This design comes from an exercise in tuning for small area, a short achievable clock period and few clock cycles on the open sky130 flow, not from production work.
Only simulation tests tie the RTL to the original design; equivalence was not proved.
No activity file was given, so power comes from the tool's default toggle rates.

Design hart_mem_sys, start of the top module:
module hart_mem_sys (
    input  logic                   i_clk,
    input  logic                   i_rst_n,
    input  logic [31:0]            i_fetch_addr,
    output logic [31:0]            o_fetch_inst,
    output logic                   o_fetch_busy,
    input  logic                   i_ls_read,
    input  logic                   i_ls_write,
    input  logic [31:0]            i_ls_addr,
    input  logic [31:0]            i_ls_wdata,
    input  logic [1:0]             i_ls_size,
    input  logic                   i_ls_unsigned,
    output logic [31:0]            o_ls_rdata,
    output logic                   o_ls_trap,
    output logic                   o_ls_busy,
    output logic                   o_mem_ren,
    output logic                   o_mem_wen,
    output logic [31:0]            o_mem_addr,
    output logic [31:0]            o_mem_wdata,
    input  logic [31:0]            i_mem_rdata,
    input  logic                   i_mem_valid,
    input  logic                   i_mem_ready
);
export LEC_CHECK = 0
export ABC_AREA = 1
export CAP_MARGIN = 20
export CORE_MARGIN = 2
export CORE_UTILIZATION = 25
export PLACE_DENSITY = 0.6
export SETUP_SLACK_MARGIN = 2.5
export SLEW_MARGIN = 20
create_clock -name core_clock -period 6.0 [get_ports {i_clk}]
standard.sh (not shown) runs the stock make flow with config.mk's settings and CLKGATE_MAP_FILE= SYNTH_SCRIPT=/design/flow/synth_recipe.tcl, a recipe that flattens the netlist after the stock synthesis.
==> flow/flow/run.sh <==
#!/bin/bash
set -euo pipefail
export BUFFER_PORTS_ARGS="-buffer_cell sky130_fd_sc_hd__buf_1"
bash standard.sh MATCH_CELL_FOOTPRINT=0 finish > standard_flow.log 2>&1
The baseline ran to the end with no violations.
Testbench counts at the start, summed over its fixed seeds: cycles 137,032.
Change:
- ABC_AREA: 1 -> 0
- CTS_BUF_LIST: default -> sky130_fd_sc_hd__clkbuf_2
- PLACE_DENSITY: 0.6 -> 0.8
Total power is higher by a few percent.
Sequential share of layout area decreases by 0.22 points.
Routed wire length went up by a few percent.
Worst setup slack is worse by 160 ps.
Change:
- ABC_AREA: 0 -> 1
- SETUP_SLACK_MARGIN: 2.5 -> 2.6
Synthesized cell count rises by 75%.
Critical path depth rises by 3.
Routed wire length rises by 8.6%.
Utilization rises by 0.46 points.
Via count rises by about 20%.
Setup slack is better by 55 ps.
Fmax rises by 1.6%.
Design area rises by about 1.6%.
Change:
- ABC_AREA: 1 -> default
- CTS_BUF_LIST: sky130_fd_sc_hd__clkbuf_2 -> default
- PLACE_DENSITY: 0.8 -> 0.6
- SETUP_SLACK_MARGIN: 2.6 -> 2.5
Result: The changed run went through all stages and came out clean. Clock skew hardly moves. Global-route usage falls by 3.0 points. Via count went down by about a fifth. Cell count went down by a quarter to a third.


== try-willow ==
hart_mem_sys again, from the RTL that the note above started with.
// hart_mem_sys
module hart_mem_sys (
    input  logic                   i_clk,
    input  logic                   i_rst_n,
    input  logic [31:0]            i_fetch_addr,
    output logic [31:0]            o_fetch_inst,
    output logic                   o_fetch_busy,
    input  logic                   i_ls_read,
    input  logic                   i_ls_write,
    input  logic [31:0]            i_ls_addr,
    input  logic [31:0]            i_ls_wdata,
    input  logic [1:0]             i_ls_size,
    input  logic                   i_ls_unsigned,
    output logic [31:0]            o_ls_rdata,
    output logic                   o_ls_trap,
    output logic                   o_ls_busy,
    output logic                   o_mem_ren,
    output logic                   o_mem_wen,
    output logic [31:0]            o_mem_addr,
    output logic [31:0]            o_mem_wdata,
    input  logic [31:0]            i_mem_rdata,
    input  logic                   i_mem_valid,
    input  logic                   i_mem_ready
);
clock: 6.0 ns
lec_check: 0
abc_area: 1
cap_margin: 20
core_margin: 2
core_utilization: 25
place_density: 0.6
setup_slack_margin: 2.65
slew_margin: 20
Scripts as last shown in full above: flow/flow/run.sh
Testbench counts of try-willow, summed over its fixed seeds: cycles 137,032.
--- input diff try-willow..try-onyx ---
Settings: CTS_BUF_LIST now sky130_fd_sc_hd__clkbuf_2, previously not set; SETUP_SLACK_MARGIN now 2.5, was 2.65.
==> run summary <==
In the reports for try-willow and try-onyx, the smaller minimum period implied by the final worst setup slack belongs to try-onyx. From try-willow to try-onyx the numbers moved as follows: fmax up 0.35%, final routed wirelength across all metal layers down 380 um. Number of cells upsized or downsized after cts ends up lower on try-onyx. Count of filler cells inserted in the layout went up by a little under 10% going from try-willow to try-onyx. Switching part of the total power was lower in try-willow than in try-onyx. try-onyx vs. try-willow: fraction of area in multi-input gates grew by 1.7 points, final standard cell area without fillers shrank by 12%, sequential power shrank by about 0.6%, global-route usage held steady.
> inputs changed (try-onyx -> try-sierra)
Settings: CTS_BUF_LIST no longer set, was sky130_fd_sc_hd__clkbuf_2; SETUP_SLACK_MARGIN now 2.8, was 2.5.
Results
Cmp try-sierra and try-onyx / power / higher: try-sierra. Final cycle utilization of the critical path in try-sierra is 0.66 points above try-onyx. Compared with try-onyx, try-sierra shows via count that has gone up by a few percent. Summary: with try-onyx as the reference, final-stage net count in try-sierra moved up slightly.


== oak ==
The RTL this note starts from:
==> flow/design.v <==
package hart_mem_pkg;
    typedef logic [32-1:0] word_t;
    typedef logic [4-1:0] byte_mask_t;
    typedef enum logic [1:0] {
        LS_BYTE = 2'd0,
        LS_HALF = 2'd1,
        LS_WORD = 2'd2
    } ls_size_e;
    typedef enum logic [1:0] {
        OWN_NONE   = 2'd0,
        OWN_ICACHE = 2'd1,
        OWN_DCACHE = 2'd2
    } bus_owner_e;
endpackage
`timescale 1ns/1ps
module hart_mem_sys (
    input  logic                   i_clk,
    input  logic                   i_rst_n,
    input  logic [31:0]            i_fetch_addr,
    output logic [31:0]            o_fetch_inst,
    output logic                   o_fetch_busy,
    input  logic                   i_ls_read,
    input  logic                   i_ls_write,
    input  logic [31:0]            i_ls_addr,
    input  logic [31:0]            i_ls_wdata,
    input  logic [1:0]             i_ls_size,
    input  logic                   i_ls_unsigned,
    output logic [31:0]            o_ls_rdata,
    output logic                   o_ls_trap,
    output logic                   o_ls_busy,
    output logic                   o_mem_ren,
    output logic                   o_mem_wen,
    output logic [31:0]            o_mem_addr,
    output logic [31:0]            o_mem_wdata,
    input  logic [31:0]            i_mem_rdata,
    input  logic                   i_mem_valid,
    input  logic                   i_mem_ready
);
    typedef enum logic [1:0] {
        RD_NONE  = 2'd0,
        RD_FETCH = 2'd1,
        RD_LOAD  = 2'd2,
        RD_STORE = 2'd3
    } rd_e;
    rd_e        rd_q, rd_d;
    logic [1:0] off_q;
    logic [1:0] size_q;
    logic       uns_q;
    always_ff @(posedge i_clk) begin
        if (!i_rst_n) rd_q <= RD_NONE;
        else          rd_q <= rd_d;
        off_q  <= i_ls_addr[1:0];
        size_q <= i_ls_size;
        uns_q  <= i_ls_unsigned;
    end
    logic rd_none, rd_f, rd_l, rd_s;
    logic is_byte, is_half, is_word, mis_q;
    assign rd_none = (rd_q == RD_NONE);
    assign rd_f    = (rd_q == RD_FETCH);
    assign rd_l    = (rd_q == RD_LOAD);
    assign rd_s    = (rd_q == RD_STORE);
    assign is_byte = (size_q == 2'd0);
    assign is_half = (size_q == 2'd1);
    assign is_word = size_q[1];
    assign mis_q   = (is_half && off_q[0]) || (is_word && (off_q != 2'b00));
    logic ls_sel, word_store, bus_free;
    assign bus_free   = rd_none || i_mem_valid;
    assign word_store = i_ls_write && i_ls_size[1] && (i_ls_addr[1:0] == 2'b00);
    assign ls_sel     = (i_ls_read || i_ls_write) && !rd_l;
    assign o_mem_wen  = i_mem_ready && ((word_store && bus_free) ||
                                        (rd_s && i_mem_valid && !mis_q));
    assign o_mem_ren  = i_mem_ready && bus_free &&
                        (ls_sel ? (!word_store && !rd_s) : !rd_f);
    assign o_mem_addr = ls_sel ? {i_ls_addr[31:2], 2'b00} : {i_fetch_addr[31:2], 2'b00};
    always_comb begin
        rd_d = rd_q;
        if (i_mem_valid) rd_d = RD_NONE;
        if (o_mem_ren) begin
            if (!ls_sel)         rd_d = RD_FETCH;
            else if (i_ls_write) rd_d = RD_STORE;
            else                 rd_d = RD_LOAD;
        end
    end
    assign o_fetch_inst = i_mem_rdata;
    assign o_fetch_busy = !(rd_f && i_mem_valid);
    assign o_ls_busy = !(o_mem_wen || ((rd_l || (rd_s && mis_q)) && i_mem_valid));
    assign o_ls_trap = mis_q && rd_q[1];
    logic [3:0] mask, sel_old, sel_own, sel_lo, sel_hi;
    always_comb begin
        if (is_byte)      mask = 4'b0001 << off_q;
        else if (is_half) mask = off_q[1] ? 4'b1100 : 4'b0011;
        else              mask = 4'b1111;
    end
    always_comb begin
        sel_old = 4'b0000;
        sel_own = 4'b1111;
        sel_lo  = 4'b0000;
        sel_hi  = 4'b0000;
        if (rd_s) begin
            sel_old = ~mask;
            sel_own = mask & (is_half ? 4'b0011 : 4'b0001);
            sel_lo  = mask & (is_half ? 4'b0100 : 4'b1110);
            sel_hi  = mask & (is_half ? 4'b1000 : 4'b0000);
        end
    end
    always_comb begin
        for (int k = 0; k < 4; k++) begin
            o_mem_wdata[8*k +: 8] = ({8{sel_old[k]}} & i_mem_rdata[8*k +: 8]) |
                                    ({8{sel_own[k]}} & i_ls_wdata[8*k +: 8]) |
                                    ({8{sel_lo[k]}}  & i_ls_wdata[7:0]) |
                                    ({8{sel_hi[k]}}  & i_ls_wdata[15:8]);
        end
    end
    logic [3:0] lo_sel, sign_sel;
    logic       sign;
    assign lo_sel   = 4'b0001 << off_q;
    assign sign_sel = uns_q   ? 4'b0000 :
                      is_byte ? lo_sel :
                      is_half ? (off_q[1] ? 4'b1000 : 4'b0010) : 4'b0000;
    assign sign     = |(sign_sel & {i_mem_rdata[31], i_mem_rdata[23],
                                    i_mem_rdata[15], i_mem_rdata[7]});
    always_comb begin
        o_ls_rdata[7:0]   = ({8{lo_sel[0]}} & i_mem_rdata[7:0]) |
                            ({8{lo_sel[1]}} & i_mem_rdata[15:8]) |
                            ({8{lo_sel[2]}} & i_mem_rdata[23:16]) |
                            ({8{lo_sel[3]}} & i_mem_rdata[31:24]);
        o_ls_rdata[15:8]  = ({8{!is_byte && !off_q[1]}} & i_mem_rdata[15:8]) |
                            ({8{!is_byte &&  off_q[1]}} & i_mem_rdata[31:24]) |
                            ({8{is_byte}} & {8{sign}});
        o_ls_rdata[31:16] = is_word ? i_mem_rdata[31:16] : {16{sign}};
    end
endmodule
export LEC_CHECK = 0
export CAP_MARGIN = 20
export CORE_MARGIN = 2
export CORE_UTILIZATION = 25
export PLACE_DENSITY = 0.6
export SETUP_SLACK_MARGIN = 2.6
export SLEW_MARGIN = 20
export TNS_END_PERCENT = 0
create_clock -name core_clock -period 6.0 [get_ports {i_clk}]
Scripts as last shown in full above: flow/flow/run.sh
Testbench counts of oak, summed over its fixed seeds: cycles 137,032.
diff inputs: oak => pine
Settings: CORE_UTILIZATION now 50, was 25; TNS_END_PERCENT no longer set, was 0; SETUP_SLACK_MARGIN now 2.3, was 2.6.
Findings:
Summary of oak and pine: one run falls short of a clean finish, namely pine. In the summary table, pine is marked failed, with error PPL-0024 raised in I/O pin placement. oak -> pine: per-instance average area after synthesis flat. Re number of register bits inferred by synthesis: no difference whatsoever between oak and pine. Reported for oak and pine, synthesized area turned out identical to the last digit. Compared with oak, in pine share of synthesized area spent on multiplexers now sits at about the same level, die width now sits lower, number of flops mapped to enable cells by yosys now sits at about the same level. Synthesized cell count delta (oak -> pine): insignificant. oak has higher vertical die dimension than pine. Diff oak -> pine: initial core utilization has increased, site row count has decreased.
Changes in birch relative to pine:
Settings: swapping 50 for 25 in CORE_UTILIZATION; swapping 2.3 for 2.6 in SETUP_SLACK_MARGIN.
--- outcome ---
Synthesized instance count: pine vs birch, no meaningful difference
Comparing pine against birch, there is no change at all in share of cell area taken by muxes after synthesis.
birch: PASS, flow complete, no timing, DRC or antenna violations
Reported for pine and birch, count of cell types in the netlist turned out identical to the last digit.
Measured against birch, the horizontal die dimension of pine comes out at 0.72 times the reference value.
Number of rows created at floorplan came out higher on birch than on pine.
birch vs pine: height of the die up by more than a quarter

[what the ideal ports hide]
The results above use ideal ports. As a check the final layouts listed here were re-extracted and re-timed, cells and wires unchanged.
Step 1, drivers: a clkbuf_16 drives i_clk and a buf_2 each remaining input, both assumed.
Step 2 also shifts input and output timing later by t, the mid clock arrival at the registers, as if the neighbouring blocks saw the same clock.
Three values: ideal, step 1, step 2; two values: the first two.
| run | t (ns) | setup WS [ns] | hold WS [ns] |
|---|---|---|---|
| the first run of note 1 | 0.247 | 2.588 / 2.565 / 2.565 | 0.537 / 0.537 / 0.537 |
| the second run of note 1 | 0.265 | 2.424 / 2.372 / 2.372 | 0.621 / 0.621 / 0.621 |
| the third run of note 1 | 0.247 | 2.479 / 2.444 / 2.444 | 0.579 / 0.579 / 0.579 |
| the fourth run of note 1 | 0.244 | 2.428 / 2.379 / 2.379 | 0.627 / 0.627 / 0.627 |
| try-willow | 0.247 | 2.567 / 2.534 / 2.534 | 0.534 / 0.534 / 0.534 |
| try-onyx | 0.253 | 2.579 / 2.555 / 2.555 | 0.544 / 0.544 / 0.544 |
| try-sierra | 0.246 | 2.539 / 2.507 / 2.507 | 0.557 / 0.557 / 0.557 |
| oak | 0.245 | 2.425 / 2.396 / 2.396 | 0.724 / 0.724 / 0.724 |
| birch | 0.245 | 2.472 / 2.426 / 2.426 | 0.645 / 0.645 / 0.645 |
After both steps every run listed still meets setup and hold. The setup slack of the second run of note 1, which loses most, moves by -0.052 ns with the drivers and by -0.052 ns with both steps.
